Background: an optimization exercise with open tools, aiming at a short achievable clock period and few clock cycles. Do not read the settings as production practice.
No activity file was given, so power comes from the tool's default toggle rates.

## cpuTop
module cpuTop (
	input  logic        clk,
	input  logic        rst,
	input  logic [17:0] wbDatIn,
	input  logic        wbAck,
	output logic [15:0] wbAdr,
	output logic [15:0] wbDatOut,
	output logic        wbWe,
	output logic        wbCyc,
	output logic        wbStb
);
	logic [15:0] bAdr, bDatOut;
	logic        bWe, bIdle, bCyc;    
	localparam int CW = 5;             
	localparam int CN = 1 << CW;
	localparam int TW = 16 - CW;
	localparam int PW = 16;            
	localparam logic [3:0] OP_ADD = 4'd2;
	localparam logic [3:0] OP_SUB = 4'd3;
	localparam logic [3:0] OP_AND = 4'd4;
	localparam logic [3:0] OP_OR = 4'd5;
	localparam logic [3:0] OP_XOR = 4'd6;
	localparam logic [3:0] OP_NOT = 4'd7;
	localparam logic [3:0] OP_LSH = 4'd8;
	localparam logic [3:0] OP_RSH = 4'd9;
	localparam logic [3:0] OP_ARSH = 4'd10;
	localparam logic [3:0] OP_PASSB = 4'd12;
	logic [15:0] regs [16];
	logic        fLow, fNeg, fZero;
	logic [15:0] fpc;                  
	logic [15:0] pfp;                  
  ...
Size: ~6300 cells after synthesis, ~1700 flip-flops, about 56 I/O pins, ~0.089 mm2 of cells after synthesis.
clock: 11.0 ns
lec_check: 0
cap_margin: 20
core_margin: 2
core_utilization: 40
slew_margin: 20
standard.sh (not shown) runs the stock make flow with config.mk's settings and CLKGATE_MAP_FILE= SYNTH_SCRIPT=/design/flow/synth_recipe.tcl, a recipe that flattens the netlist after the stock synthesis.
==> flow/flow/run.sh <==
#!/bin/bash
set -euo pipefail
bash standard.sh SETUP_SLACK_MARGIN=8 "BUFFER_PORTS_ARGS=-buffer_cell sky130_fd_sc_hd__buf_4" finish > make_finish.log 2>&1
The baseline ran to the end with no violations.
Change:
--- a/flow/design.v
+++ b/flow/design.v
@@ -106,19 +106,22 @@
 	logic [15:0] fpc;                  
 	logic [15:0] pfp;                  
 	logic        pcV;                  
 	logic [15:0] pcAdr;
 	logic [CN-1:0] cV;
 	logic [TW-1:0] cTag [CN];
 	logic [17:0]   cDat [CN];
 	logic [CN-1:0] cJ, cR;             
+	logic          invV;               
+	logic [15:0]   invAdr;
 	logic        dV;
 	logic [17:0] dIr;
 	logic [15:0] dPc, dPred;
+	logic [3:0]  dIdxA, dIdxS;
 	logic        eV;
 	logic [3:0]  eOp;
 	logic        eSub, eWr, eFlagWr, eLowSub;
 	logic [3:0]  eWIdx;
 	logic [15:0] eA, eB, eS;
 	logic        eFwdA, eFwdB, eFwdS;
 	logic        eLd, eSt;
 	logic [1:0]  eAdrSel;
@@ -227,18 +230,32 @@
 	assign isJcc = sop[3:2] == 2'b10;
 	assign isPop = sop == 4'd12 && rp != 4'd12 && rp != 4'd13;
 	assign isPush = sop == 4'd13;
 	assign isIncDec = sop == 4'd15 && !dIr[13];
 	assign isLd = isMovmr || isMovmri || isPop;
 	assign isSt = isMovrm || isMovrmi || isPush;
 	assign absAdr = {2'b00, dIr[13:0]};
 	assign dPcInc = dPc + 16'd1;
-	assign idxA = (isPush || isPop) ? 4'd13 : isRet ? 4'd12 : rd;
-	assign idxS = isPush ? rp : rd;
+	function automatic logic [3:0] idxAOf(logic [17:0] ins);
+		logic [3:0] s, p;
+		s = ins[17:14];
+		p = ins[13:10];
+		if (s == 4'd13 || (s == 4'd12 && p != 4'd12 && p != 4'd13))
+			idxAOf = 4'd13;
+		else if (s == 4'd7)
+			idxAOf = 4'd12;
+		else
+			idxAOf = ins[11:8];
+	endfunction
+	function automatic logic [3:0] idxSOf(logic [17:0] ins);
+		idxSOf = ins[17:14] == 4'd13 ? ins[13:10] : ins[11:8];
+	endfunction
+	assign idxA = dIdxA;
+	assign idxS = dIdxS;
 	assign rdA = (r1Wr && r1Idx == idxA) ? r1 : regs[idxA];
 	assign rdB = (r1Wr && r1Idx == rs) ? r1 : regs[rs];
 	assign rdS = (r1Wr && r1Idx == idxS) ? r1 : regs[idxS];
 	assign useRegB = isN && (nsub == 4'd0 || nsub == 4'd1);
 	always_comb begin
 		if (useRegB)
 			valB = rdB;
 		else if (immForm)
@@ -392,16 +409,17 @@
 			r1Flag <= 1'b0;
 			ldPend <= 1'b0;
 			fLow <= 1'b0;
 			fNeg <= 1'b0;
 			fZero <= 1'b0;
 			for (int i = 0; i < 16; i++)
 				regs[i] <= '0;
 			cV <= '0;
+			invV <= 1'b0;
 		end else begin
 			bIdle <= !(sel ? nCyc[1] : nCyc[0]);
 			wbCyc <= sel ? nCyc[1] : nCyc[0];
 			bWe <= sel ? nWe[1] : nWe[0];
 			bFetch <= sel ? nBF[1] : nBF[0];
 			bLoad <= sel ? nBL[1] : nBL[0];
 			qV <= sel ? nQV[1] : nQV[0];
 			fpc <= sel ? nFpc[1] : nFpc[0];
@@ -419,20 +437,21 @@
 				s2V <= 1'b1;
 			end
 			if (lastF)
 				pcV <= 1'b1;
 			else if (!pcV)
 				pcV <= s2V && s2Miss;
 			else if (sel ? nIssP[1] : nIssP[0])
 				pcV <= 1'b0;
+			invV <= ack && bWe;
+			if (invV && cTag[invAdr[CW-1:0]] == invAdr[15:CW])
+				cV[invAdr[CW-1:0]] <= 1'b0;
 			if (ack && bFetch)
 				cV[bAdr[CW-1:0]] <= 1'b1;
-			if (ack && bWe && cTag[bAdr[CW-1:0]] == bAdr[15:CW])
-				cV[bAdr[CW-1:0]] <= 1'b0;
 			if (dGo)
 				eV <= 1'b1;
 			else if (eGo)
 				eV <= 1'b0;
 			r1Wr <= eGo && eWr;
 			r1Flag <= eGo && eFlagWr;
 			if (ack && bLoad)
 				regs[ldDst] <= wbDatIn[15:0];
@@ -448,24 +467,27 @@
 	always_ff @(posedge clk) begin
 		bAdr <= sel ? nAdr[1] : nAdr[0];
 		bDatOut <= sel ? nDat[1] : nDat[0];
 		if (nToQ[0] && !sel) begin
 			qAdr <= memAdr;
 			qDat <= S;
 			qWe <= eSt;
 		end
+		invAdr <= bAdr;
 		if (ack && bFetch) begin
 			cTag[bAdr[CW-1:0]] <= bAdr[15:CW];
 			cDat[bAdr[CW-1:0]] <= wbDatIn;
 			cJ[bAdr[CW-1:0]] <= isJump(wbDatIn);
 			cR[bAdr[CW-1:0]] <= isRetIns(wbDatIn);
 		end
 		if (sel ? nDLoad[1] : nDLoad[0]) begin
 			dIr <= sel ? nIr[1] : nIr[0];
+			dIdxA <= idxAOf(sel ? nIr[1] : nIr[0]);
+			dIdxS <= idxSOf(sel ? nIr[1] : nIr[0]);
 			dPc <= fpc;
 			dPred <= sel ? nPred[1] : nPred[0];
 		end
 		if (lastF)
 			pcAdr <= bAdr + 16'd1;
 		else if (!pcV)
 			pcAdr <= s2Adr;
 		if (s2Free) begin
Effect:
- synthesized cell count increases slightly
- routed wire length climbs by a few percent
- global-route usage came out higher by 1.4 points
- worst setup slack improved by 0.017 ns
- hold slack gains 0.010 ns
- final area rises by a few percent
- non-clock buffer count is higher by 141
- power rose by well over a third
- via count went up by a few percent
- utilization is higher by 0.90 points
- count of clock-buffer cells in the layout goes up by 2
- combinational power rose to 13 times its value
No run of this note included a check of the RTL's function; only the layout flow was run.

==> port drivers added, routing unchanged <==
The flow's constraints put no driver on any port. The routed layouts listed below were extracted and timed again, unchanged, in two steps.
Step 1 (the two cells are an assumption about what drives the block):
set clk [get_ports {clk}]
set_driving_cell -lib_cell sky130_fd_sc_hd__clkbuf_16 $clk
set_driving_cell -lib_cell sky130_fd_sc_hd__buf_2 [delete_from_list [all_inputs] $clk]
Step 2 adds t to the input delays and takes it off the output delays; t is the mean of the earliest and latest rising clock arrival at the registers after step 1. Input paths then give back, and output paths get back, about the clock's delay inside the block.
a / b / c = no drivers / after step 1 / after step 2; a / b = the first two.
run | shift t [ns] | setup WS [ns] | worst data-port slew with drivers (ns)
the first run | 0.922 | 7.176 / 7.176 / 6.518 | 0.29
the second run | 0.946 | 7.193 / 7.193 / 6.412 | 0.31
After both steps every run listed still meets setup and hold. The setup slack of the second run, which loses most, moves by 0.000 ns with the drivers and by -0.781 ns with both steps.
